This is an optimization exercise on Yosys and OpenROAD, whose aim is small area and a short achievable clock period, not a production implementation. Function was checked by simulation only, so behaviour that the tests miss may differ from the original. Power and IR drop assume default switching activity.

==> flow/design.v <==
`timescale 1ns/1ps
module reg_file (
    input  logic        in_clk,
    input  logic        in_rst,
    input  logic [4:0]  rs_next,
    input  logic [4:0]  rt_next,
    output logic [31:0] rs_data,
    output logic [31:0] rt_data,
    input  logic        wr_next_valid,
    input  logic [4:0]  wr_next_addr,
    input  logic        wr_valid,
    input  logic [4:0]  wr_addr,
    input  logic [31:0] wr_data
);
    localparam int reg_count = 32;
    logic [31:0]          regs [1:reg_count-1];
    logic [reg_count-1:1] vld;
    logic [3:0]           we_lo;
    logic [7:0]           we_hi;
    logic [reg_count-1:1] we;
    always_ff @(posedge in_clk or posedge in_rst)
    begin
        if (in_rst)
        begin
            we_lo <= '0;
        end
        else
        begin
            we_lo <= wr_next_valid ? (4'b1 << wr_next_addr[1:0]) : 4'b0;
        end
    end
    always_ff @(posedge in_clk)
    begin
        we_hi <= 8'b1 << wr_next_addr[4:2];
    end
    always_comb
    begin
        for (int i = 1; i < reg_count; i++)
        begin
            we[i] = we_lo[i % 4] && we_hi[i / 4];
        end
    end
    always_ff @(posedge in_clk or posedge in_rst)
    begin
        if (in_rst)
        begin
            vld <= '0;
        end
        else
        begin
            for (int i = 1; i < reg_count; i++)
            begin
                if (we[i])
                begin
                    vld[i] <= 1'b1;
                end
            end
        end
    end
    always_ff @(posedge in_clk)
    begin
        for (int i = 1; i < reg_count; i++)
        begin
            if (we[i])
            begin
                regs[i] <= wr_data;
            end
        end
    end
    logic [reg_count-1:1] rs_sel;
    logic [reg_count-1:1] rt_sel;
    always_ff @(posedge in_clk)
    begin
        for (int i = 1; i < reg_count; i++)
        begin
            rs_sel[i] <= (rs_next == 5'(i))
                         && (vld[i] || (wr_valid && (wr_addr == 5'(i))));
            rt_sel[i] <= (rt_next == 5'(i))
                         && (vld[i] || (wr_valid && (wr_addr == 5'(i))));
        end
    end
    always_comb
    begin
        rs_data = '0;
        rt_data = '0;
        for (int i = 1; i < reg_count; i++)
        begin
            rs_data = rs_data | (regs[i] & {32{rs_sel[i]}});
            rt_data = rt_data | (regs[i] & {32{rt_sel[i]}});
        end
    end
endmodule
`timescale 1ns/1ps
module forward_unit (
    input  logic [4:0]  src,
    input  logic        used,
    input  logic        dec_valid,
    input  logic [4:0]  dec_addr,
    input  logic        exe_valid,
    input  logic [4:0]  exe_addr,
    output logic        ex_hit,
    output logic        wb_hit
);
    assign ex_hit = used && dec_valid && (dec_addr == src);
    assign wb_hit = exe_valid && (exe_addr == src);
endmodule
`timescale 1ns/1ps
module decode_stage (
    input  logic              in_clk,
    input  logic              in_rst,
    input  logic              instr_valid,
    input  logic [31:0]       instr,
    input  logic [31:0]       ex_data,
    input  logic              wb_valid,
    input  logic [4:0]        wb_addr,
    input  logic [31:0]       wb_data,
    output logic              exe_valid,
    output logic [10:0]       exe_op,
    output logic              exe_cin,
    output logic [31:0]       exe_op_a,
    output logic [31:0]       exe_op_b,
    output logic [4:0]        exe_sh,
    output logic [4:0]        exe_dest
);
    localparam logic [5:0] op_rtype = 6'h00;
    localparam logic [5:0] op_addiu = 6'h09;
    localparam logic [5:0] op_slti  = 6'h0a;
    localparam logic [5:0] op_andi  = 6'h0c;
    localparam logic [5:0] op_ori   = 6'h0d;
    localparam logic [5:0] op_xori  = 6'h0e;
    localparam logic [5:0] op_lui   = 6'h0f;
    localparam logic [5:0] fn_sll  = 6'h00;
    localparam logic [5:0] fn_srl  = 6'h02;
    localparam logic [5:0] fn_sra  = 6'h03;
    localparam logic [5:0] fn_addu = 6'h21;
    localparam logic [5:0] fn_subu = 6'h23;
    localparam logic [5:0] fn_and  = 6'h24;
    localparam logic [5:0] fn_or   = 6'h25;
    localparam logic [5:0] fn_xor  = 6'h26;
    localparam logic [5:0] fn_nor  = 6'h27;
    localparam logic [5:0] fn_slt  = 6'h2a;
    localparam logic [5:0] fn_sltu = 6'h2b;
    localparam int b_add  = 0;
    localparam int b_sub  = 1;
    localparam int b_and  = 2;
    localparam int b_or   = 3;
    localparam int b_xor  = 4;
    localparam int b_nor  = 5;
    localparam int b_slt  = 6;
    localparam int b_sltu = 7;
    localparam int b_sll  = 8;
    localparam int b_srl  = 9;
    localparam int b_sra  = 10;
    logic [5:0]  opcode;
    logic [5:0]  funct;
    logic [4:0]  rs;
    logic [4:0]  rt;
    logic [4:0]  rd;
    logic [4:0]  dest;
    logic [10:0] op;
    logic        known;
    logic        use_rs;
    logic        use_rt;
    logic        use_lui;
    logic        sign_ext;
    logic        inv;
    logic        wr_valid;
    logic        rs_ex_hit;
    logic        rt_ex_hit;
    logic        rs_wb_hit;
    logic        rt_wb_hit;
    assign opcode = instr[31:26];
    assign funct  = instr[5:0];
    assign rs     = instr[25:21];
    assign rt     = instr[20:16];
    assign rd     = instr[15:11];
    always_comb
    begin
        op       = '0;
        known    = 1'b1;
        use_rs   = 1'b1;
        use_rt   = 1'b0;
        use_lui  = 1'b0;
        sign_ext = 1'b1;
        dest     = rt;
        case (opcode)
            op_rtype:
            begin
                use_rt = 1'b1;
                dest   = rd;
                case (funct)
                    fn_addu: op[b_add]  = 1'b1;
                    fn_subu: op[b_sub]  = 1'b1;
                    fn_and:  op[b_and]  = 1'b1;
                    fn_or:   op[b_or]   = 1'b1;
                    fn_xor:  op[b_xor]  = 1'b1;
                    fn_nor:  op[b_nor]  = 1'b1;
                    fn_slt:  op[b_slt]  = 1'b1;
                    fn_sltu: op[b_sltu] = 1'b1;
                    fn_sll:
                    begin
                        op[b_sll] = 1'b1;
                        use_rs    = 1'b0;
                    end
                    fn_srl:
                    begin
                        op[b_srl] = 1'b1;
                        use_rs    = 1'b0;
                    end
                    fn_sra:
                    begin
                        op[b_sra] = 1'b1;
                        use_rs    = 1'b0;
                    end
                    default: known = 1'b0;
                endcase
            end
            op_addiu: op[b_add] = 1'b1;
            op_slti:  op[b_slt] = 1'b1;
            op_andi:
            begin
                op[b_and] = 1'b1;
                sign_ext  = 1'b0;
            end
            op_ori:
            begin
                op[b_or] = 1'b1;
                sign_ext = 1'b0;
            end
            op_xori:
            begin
                op[b_xor] = 1'b1;
                sign_ext  = 1'b0;
            end
            op_lui:
            begin
                op[b_or] = 1'b1;
                use_rs   = 1'b0;
                use_lui  = 1'b1;
            end
            default: known = 1'b0;
        endcase
    end
    assign inv = op[b_sub] | op[b_slt] | op[b_sltu];
    assign wr_valid = instr_valid && known && (dest != '0);
    logic        fd_valid;
    logic [10:0] fd_op;
    logic        fd_inv;
    logic        fd_use_rs;
    logic        fd_use_rt;
    logic        fd_use_lui;
    logic        fd_sign_ext;
    logic [15:0] fd_imm;
    logic [4:0]  fd_dest;
    logic        fd_rs_ex_hit;
    logic        fd_rt_ex_hit;
    logic        fd_rs_wb_hit;
    logic        fd_rt_wb_hit;
    forward_unit u_fwd_rs (
        .src       (rs),
        .used      (use_rs),
        .dec_valid (fd_valid),
        .dec_addr  (fd_dest),
        .exe_valid (exe_valid),
        .exe_addr  (exe_dest),
        .ex_hit    (rs_ex_hit),
        .wb_hit    (rs_wb_hit)
    );
    forward_unit u_fwd_rt (
        .src       (rt),
        .used      (use_rt),
        .dec_valid (fd_valid),
        .dec_addr  (fd_dest),
        .exe_valid (exe_valid),
        .exe_addr  (exe_dest),
        .ex_hit    (rt_ex_hit),
        .wb_hit    (rt_wb_hit)
    );
    always_ff @(posedge in_clk or posedge in_rst)
    begin
        if (in_rst)
        begin
            fd_valid <= 1'b0;
        end
        else
        begin
            fd_valid <= wr_valid;
        end
    end
    always_ff @(posedge in_clk)
    begin
        fd_op        <= op;
        fd_inv       <= inv;
        fd_use_rs    <= use_rs;
        fd_use_rt    <= use_rt;
        fd_use_lui   <= use_lui;
        fd_sign_ext  <= sign_ext;
        fd_imm       <= instr[15:0];
        fd_dest      <= dest;
        fd_rs_ex_hit <= rs_ex_hit;
        fd_rt_ex_hit <= rt_ex_hit;
        fd_rs_wb_hit <= rs_wb_hit;
        fd_rt_wb_hit <= rt_wb_hit;
    end
    logic [31:0] rs_val;
    logic [31:0] rt_val;
    logic [31:0] imm_ext;
    logic [31:0] op_a;
    logic [31:0] op_b;
    reg_file u_reg_file (
        .in_clk   (in_clk),
        .in_rst   (in_rst),
        .rs_next  (rs),
        .rt_next  (rt),
        .rs_data  (rs_val),
        .rt_data  (rt_val),
        .wr_next_valid (exe_valid),
        .wr_next_addr  (exe_dest),
        .wr_valid (wb_valid),
        .wr_addr  (wb_addr),
        .wr_data  (wb_data)
    );
    always_comb
    begin
        if (fd_use_lui)
        begin
            imm_ext = {fd_imm, 16'b0};
        end
        else if (fd_sign_ext)
        begin
            imm_ext = {{16{fd_imm[15]}}, fd_imm};
        end
        else
        begin
            imm_ext = {16'b0, fd_imm};
        end
    end
    logic a_ex;
    logic a_wb;
    logic a_rf;
    logic b_ex;
    logic b_wb;
    logic b_rf;
    logic b_imm;
    assign a_ex  = fd_rs_ex_hit;
    assign a_wb  = fd_use_rs && !fd_rs_ex_hit && fd_rs_wb_hit;
    assign a_rf  = fd_use_rs && !fd_rs_ex_hit && !fd_rs_wb_hit;
    assign b_ex  = fd_rt_ex_hit;
    assign b_wb  = fd_use_rt && !fd_rt_ex_hit && fd_rt_wb_hit;
    assign b_rf  = fd_use_rt && !fd_rt_ex_hit && !fd_rt_wb_hit;
    assign b_imm = !fd_use_rt;
    assign op_a = ({32{a_ex}} & ex_data)
                | ({32{a_wb}} & wb_data)
                | ({32{a_rf}} & rs_val);
    assign op_b = (({32{b_ex}}  & ex_data)
                 | ({32{b_wb}}  & wb_data)
                 | ({32{b_rf}}  & rt_val)
                 | ({32{b_imm}} & imm_ext)) ^ {32{fd_inv}};
    always_ff @(posedge in_clk or posedge in_rst)
    begin
        if (in_rst)
        begin
            exe_valid <= 1'b0;
        end
        else
        begin
            exe_valid <= fd_valid;
        end
    end
    always_ff @(posedge in_clk)
    begin
        exe_op   <= fd_op;
        exe_cin  <= fd_inv;
        exe_op_a <= op_a;
        exe_op_b <= op_b;
        exe_sh   <= fd_imm[10:6];
        exe_dest <= fd_dest;
    end
endmodule
`timescale 1ns/1ps
module execute_stage (
    input  logic        in_clk,
    input  logic        in_rst,
    input  logic        exe_valid,
    input  logic [10:0] exe_op,
    input  logic        exe_cin,
    input  logic [31:0] exe_op_a,
    input  logic [31:0] exe_op_b,
    input  logic [4:0]  exe_sh,
    input  logic [4:0]  exe_dest,
    output logic        ex_valid,
    output logic [4:0]  ex_addr,
    output logic [31:0] ex_data,
    output logic        wb_valid,
    output logic [4:0]  wb_addr,
    output logic [31:0] wb_data
);
    localparam int b_add  = 0;
    localparam int b_sub  = 1;
    localparam int b_and  = 2;
    localparam int b_or   = 3;
    localparam int b_xor  = 4;
    localparam int b_nor  = 5;
    localparam int b_slt  = 6;
    localparam int b_sltu = 7;
    localparam int b_sll  = 8;
    localparam int b_srl  = 9;
    localparam int b_sra  = 10;
    logic [31:0] a;
    logic [31:0] b;
    logic [31:0] p;
    logic [31:0] g;
    logic [31:0] gg [0:5];
    logic [31:0] pp [0:5];
    logic [32:0] c;
    logic [31:0] sum;
    logic        lt;
    logic        ltu;
    logic [31:0] shl;
    logic [31:0] shr;
    logic [31:0] alu_y;
    logic        wb_valid_q;
    logic [4:0]  wb_addr_q;
    logic [31:0] wb_data_q;
    assign a = exe_op_a;
    assign b = exe_op_b;
    assign p = a ^ b;
    assign g = a & b;
    assign gg[0] = g;
    assign pp[0] = p;
    for (genvar l = 0; l < 5; l++)
    begin : g_prefix
        for (genvar i = 0; i < 32; i++)
        begin : g_bit
            if (((i >> l) & 1) == 1)
            begin : g_comb
                localparam int j = ((i >> l) << l) - 1;
                assign gg[l + 1][i] = gg[l][i] | (pp[l][i] & gg[l][j]);
                assign pp[l + 1][i] = pp[l][i] & pp[l][j];
            end
            else
            begin : g_pass
                assign gg[l + 1][i] = gg[l][i];
                assign pp[l + 1][i] = pp[l][i];
            end
        end
    end
    assign c[0] = exe_cin;
    for (genvar i = 0; i < 32; i++)
    begin : g_carry
        assign c[i + 1] = gg[5][i] | (pp[5][i] & exe_cin);
    end
    assign sum = p ^ c[31:0];
    assign lt  = (a[31] == b[31]) ? a[31] : sum[31];
    assign ltu = ~c[32];
    assign shl = b << exe_sh;
    assign shr = $signed({exe_op[b_sra] & b[31], b}) >>> exe_sh;
    always_comb
    begin
        alu_y = ({32{exe_op[b_add] | exe_op[b_sub]}} & sum)
              | ({32{exe_op[b_and]}} & g)
              | ({32{exe_op[b_or]}}  & (p | g))
              | ({32{exe_op[b_xor]}} & p)
              | ({32{exe_op[b_nor]}} & ~(p | g))
              | ({32{exe_op[b_sll]}} & shl)
              | ({32{exe_op[b_srl] | exe_op[b_sra]}} & shr);
        alu_y[0] = alu_y[0] | (exe_op[b_slt] & lt) | (exe_op[b_sltu] & ltu);
    end
    assign ex_valid = exe_valid;
    assign ex_addr  = exe_dest;
    assign ex_data  = alu_y;
    always_ff @(posedge in_clk or posedge in_rst)
    begin
        if (in_rst)
        begin
            wb_valid_q <= 1'b0;
        end
        else
        begin
            wb_valid_q <= exe_valid;
        end
    end
    always_ff @(posedge in_clk)
    begin
        wb_addr_q <= exe_dest;
        wb_data_q <= alu_y;
    end
    assign wb_valid = wb_valid_q;
    assign wb_addr  = wb_addr_q;
    assign wb_data  = wb_data_q;
endmodule
`timescale 1ns/1ps
module cpu_top (
    input  logic        in_clk,
    input  logic        in_rst,
    input  logic        instr_valid,
    input  logic [31:0] instr,
    output logic        wb_valid,
    output logic [4:0]  wb_addr,
    output logic [31:0] wb_data
);
    logic        ex_valid;
    logic [4:0]  ex_addr;
    logic [31:0] ex_data;
    logic        wbr_valid;
    logic [4:0]  wbr_addr;
    logic [31:0] wbr_data;
    logic        exe_valid;
    logic [10:0] exe_op;
    logic        exe_cin;
    logic [31:0] exe_op_a;
    logic [31:0] exe_op_b;
    logic [4:0]  exe_sh;
    logic [4:0]  exe_dest;
    decode_stage u_decode (
        .in_clk      (in_clk),
        .in_rst      (in_rst),
        .instr_valid (instr_valid),
        .instr       (instr),
        .ex_data     (ex_data),
        .wb_valid    (wbr_valid),
        .wb_addr     (wbr_addr),
        .wb_data     (wbr_data),
        .exe_valid   (exe_valid),
        .exe_op      (exe_op),
        .exe_cin     (exe_cin),
        .exe_op_a    (exe_op_a),
        .exe_op_b    (exe_op_b),
        .exe_sh      (exe_sh),
        .exe_dest    (exe_dest)
    );
    execute_stage u_execute (
        .in_clk     (in_clk),
        .in_rst     (in_rst),
        .exe_valid  (exe_valid),
        .exe_op     (exe_op),
        .exe_cin    (exe_cin),
        .exe_op_a   (exe_op_a),
        .exe_op_b   (exe_op_b),
        .exe_sh     (exe_sh),
        .exe_dest   (exe_dest),
        .ex_valid   (ex_valid),
        .ex_addr    (ex_addr),
        .ex_data    (ex_data),
        .wb_valid   (wbr_valid),
        .wb_addr    (wbr_addr),
        .wb_data    (wbr_data)
    );
    assign wb_valid = wbr_valid;
    assign wb_addr  = wbr_addr;
    assign wb_data  = wbr_data;
endmodule
==> flow/flow/run.sh <==
#!/bin/bash
# Own flow: the standard layout (standard.sh, unchanged synthesis), with
# one change: the port buffers that global placement inserts are
# sky130_fd_sc_hd__buf_4 cells instead of the default pick, a slow delay
# buffer. Every input and output port still gets its buffer.
# make's output goes to standard.log; ORFS writes each step's log under
# orfs/logs.
set -euo pipefail
bash standard.sh "BUFFER_PORTS_ARGS=-buffer_cell sky130_fd_sc_hd__buf_4" finish > standard.log 2>&1
==> flow/standard.sh <==
#!/bin/bash
# synth_recipe.tcl (not shown) runs the flow's synth.tcl, then flattens the netlist and writes it again
# the make line also repeats each setting of config.mk as NAME=value (left out here)
make -C /OpenROAD-flow-scripts/flow DESIGN_CONFIG=/design/flow/config.mk WORK_HOME=/design/flow/orfs CLKGATE_MAP_FILE= SYNTH_SCRIPT=/design/flow/synth_recipe.tcl "${@:-finish}"
==> flow/config.mk <==
export PLATFORM = sky130hd
export DESIGN_NAME = cpu_top
export DESIGN_NICKNAME = cpu_top
export VERILOG_FILES = /design/flow/design.v
export SDC_FILE = /design/flow/constraint.sdc
export NUM_CORES = 4
export LEC_CHECK = 0
export CAP_MARGIN = 20
export CORE_MARGIN = 2
export CORE_UTILIZATION = 30
export CTS_CLUSTER_DIAMETER = 80
export CTS_CLUSTER_SIZE = 25
export PLACE_DENSITY = 0.75
export SETUP_SLACK_MARGIN = 3.2
export SLEW_MARGIN = 20
export TNS_END_PERCENT = 5
==> flow/constraint.sdc <==
create_clock -name core_clock -period 6.0 [get_ports {in_clk}]
set_input_delay 1.2000 -clock core_clock [delete_from_list [all_inputs] [get_ports {in_clk}]]
set_output_delay 1.2000 -clock core_clock [all_outputs]
set_load 0.01 [all_outputs]
==> run summary <==
GR Layer Usage met3 15.4%; EDFF count, synth ~990; kind of critical path flop to flop; Worst-Margin Slew 1.27 ns; Peak Freq 0.309 GHz; CTS tree yes; cell count along the critical path 7; drt total wl 267 mm; hold depth 0; nets 4305; I/O Pins 73; H-tree lvl count 2; crit path cell chain buf_4 > a22o_1 > a221oi_1 > nand4_1 > nor4_2 > a21oi_1 > a22o_1; Starting DRT DRC Count 13700; GP Congestion around 1.0; Post-CTS Hold Fix Bufs 0; die area 190000 µm²; worst IR drop on VDD 0.253 mV; most used cell, CP a22o_1; Vias/cell 7.20; outcome finished clean; power per cell area about 240 nW/µm²; Final Hold Viols 0; endpoints failing setup 0; Hold Path End u_decode.exe_op[2]$_DFF_P_; CP Buf/Inv Count 1; CP Launch Type flop; Crit path arrival time 3.88 ns; RR Startpoint u_decode.u_reg_file.rs_sel[27]$_DFF_P_; Leak 22.5 nW; vias in the first global route 45000; Clock Tree Root clkbuf_16; top cells by count, synth edfxtp_1, a22o_1, a221oi_1; hold path start u_decode.fd_op[2]$_SDFF_PN0_; hpwl dp around 150 mm; Ys Warns 6; Area Overhead vs Synth 12.9%; Primary FF master, synth edfxtp_1; Congestion Overflow GR 0; WL/cell between 30 and 40 µm; RR Endpoint u_decode.exe_op_a[4]$_DFF_P_; min Tclk post-route 3.23 ns; max incr delay on CP 0.65 ns; Crit. End Element flop; ANT nets after route 0; first drt pass iteration count 15; synthesis-stage register bit count 1264; Reg2Reg Depth 7; GRT met1 Usage a little under a third; RSZ-0062 raised after global routing yes; TritonCTS buffer count 59; largest net degree at the start of global routing 50; Reg2Reg Setup Slack 2.77 ns; final setup TNS 0 ns; largest area contributor in the netlist edfxtp_1; All-Layer GR Usage 26.6%; top cells by area, synth edfxtp_1, dfxtp_1, a22o_1, a221oi_1, a22oi_1; Horiz. Die Dim 436 µm; Non-Filler Cell Area, Final 63200 µm²; layout cells sized above 1 18.1%; period utilisation layout between 50 and 60%; Starting Density 30.2%; Hold WC Path Type flop to flop; Pins Over Slew Limit 0; register area share after synthesis between 60 and 70%; Yosys top cell area share 53.2%; initial antenna violation count 15; Max stage delay cell, worst path nor4_2; Most Crowded Layer GR met2; Worst Path Required 6.64 ns; syn avg cell area around 14 µm²; first-pass GRT wire length 360 mm; fillers 17900; Syn Nets roughly 4200; vias after detailed routing ~48000; core box area around 190000 µm²; Chip Height 436 µm; Port Buffers 72; Top delay family on crit path compound AO/OA/AOI/OAI gates; synthesized cell area 56000 µm²; clock buffer depth 3; Yosys cell types 79; crit-path max FO 18; pre-CTS WS around 2.3 ns; met2 Use GR 36.4%; clock skew 0.0560 ns; Post-Synthesis Cells 4141; clock transition at the registers of the reported paths 0.10 ns; Std-Cell Rows 158; placed cell area roughly 60000 µm²; worst-skew pair later-pin latency between 0.7 and 0.8 ns; asr flop ratio synth 3.01%; Max Cap Violations 0; top-count cell post-synth edfxtp_1; final worst setup slack 2.77 ns; drt drc 0; clock sink total 1264; Rel. slew slack 15.4%
==> cell families after synthesis <==
family	synth area share, %
XOR/XNOR	1.02
AO/OA/AOI/OAI	19.9
AND/OR/NAND/NOR	7.00
flip-flops	63.2
buffers and inverters	3.00
multiplexers	4.37
adder cells (fa/ha/maj)	1.46
==> power breakdown <==
group / internal (mW) / switching, mW / leakage, nW / total, mW
combinational: 0.360 / 0.552 / 8.14 / 0.911
sequential: 9.41 / 0.123 / 13.5 / 9.53
clock: 1.91 / 2.88 / 0.841 / 4.79
==> per-layer routing <==
metal  vias up  share of wire (%)
met5         -               0.19
li1      17300                  -
met3      2047                 20
met2      6266                 39
met1     22900                 30
met4        24                 11
==> placed cells by master, fill, tap and decap left out, drive strengths merged, types with 112 or more instances in the layout <==
| cell | n |
|---|---|
| a21oi | 136 |
| o21ai | 112 |
| a22oi | 316 |
| dfxtp | 234 |
| inv | 118 |
| buf | 304 |
| nand4 | 121 |
| a22o | 340 |
| a221oi | 335 |
| edfxtp | 992 |
==> worst reg2reg max path, delay by kind of cell, from the launching register on <==
family / cells / cell delay (ns)
flip-flops: 1 / 0.61
buffers and inverters: 1 / 0.49
AO/OA/AOI/OAI: 4 / 1.18
AND/OR/NAND/NOR: 2 / 0.84
==> worst max path at each step <==
| stage | from | endpoint |
|---|---|---|
| floorplan | u_decode.exe_op_b[0]$_DFF_P_ | u_decode.exe_op_a[26]$_DFF_P_ |
| global placement | u_decode.exe_op_b[0]$_DFF_P_ | u_decode.exe_op_b[0]$_DFF_P_ |
| detailed placement | u_decode.exe_sh[1]$_DFF_P_ | u_decode.exe_op_b[29]$_DFF_P_ |
| CTS | u_decode.exe_sh[0]$_DFF_P_ | u_decode.exe_op_b[24]$_DFF_P_ |
| global route | u_execute.wb_data_q[19]$_DFF_P_ | wb_data[19] |
| finish | u_decode.u_reg_file.rs_sel[27]$_DFF_P_ | u_decode.exe_op_a[4]$_DFF_P_ |
==> per-stage QoR <==
step | cells | power (mW) | hold slack, ns | utilization [%]
floorplan | 4141 | 10.2 | 0.310 | -
global placement | 6561 | 10.5 | 0.311 | 32.3
detailed placement | 6561 | 10.5 | 0.312 | 32.3
CTS | 6679 | 15.1 | 0.334 | 33.6
global route | 6717 | 15.5 | 0.343 | 34.1
finish | 6726 | 15.2 | 0.334 | 34.1
==> layout make-up <==
type                    count  area [µm²]  share of cell area (%)
diodes                     12        30.0                  0.0475
clock buffers              78        1560                    2.46
clock inverters            12         191                   0.303
inverters                 117         448                   0.708
multi-input cells        2454       19700                    31.1
flip-flops and latches   1264       35700                    56.4
well taps                2480        3100                    4.91
repair buffers            308        2560                    4.05
repair inverters            1        7.51                  0.0119
==> registers in the layout (all words and copies together), names as in the netlist, 11 cells and up <==
register                    cells
u_decode.exe_op                11
u_decode.exe_op_b              32
u_decode.fd_op                 11
u_decode.u_reg_file.vld        31
u_decode.u_reg_file.rs_sel     31
u_execute.wb_data_q            32
u_decode.exe_op_a              32
u_decode.u_reg_file.regs      992
u_decode.u_reg_file.rt_sel     31
u_decode.fd_imm                16
==> timing repair <==
item,in CTS,in global routing
gates cloned,2,2
gates resized for setup,126,114
pin swaps,12,22
endpoints found under the hold margin,0,0
setup buffers,26,31
setup endpoints to repair,125,105

-- re-timing with driven ports --
The flow's constraints put no driver on any port. The routed layout listed below was extracted and timed again, unchanged, in two steps. Step 1 assumes that a clkbuf_16 drives the clock port and a buf_2 every other input. Step 2 moves the port delays by t, midway between the first and last clock arrival at a register: inputs arrive t later, outputs are due t later. That takes back most of the time a late clock gives input paths. a / b / c = no drivers / after step 1 / after step 2; a / b = the first two.
shift t [ns]: 0.821
setup slack, ns: 2.765 / 2.765 / 2.764
hold WS [ns]: 0.334 / 0.334 / 0.334
clock arrival spread, ns: 0.057 / 0.057
slew at the worst register clock pin (ns): 0.11 / 0.11
After both steps this run still meets setup and hold. The setup slack of this run moves by 0.000 ns with the drivers and by -0.001 ns with both steps.
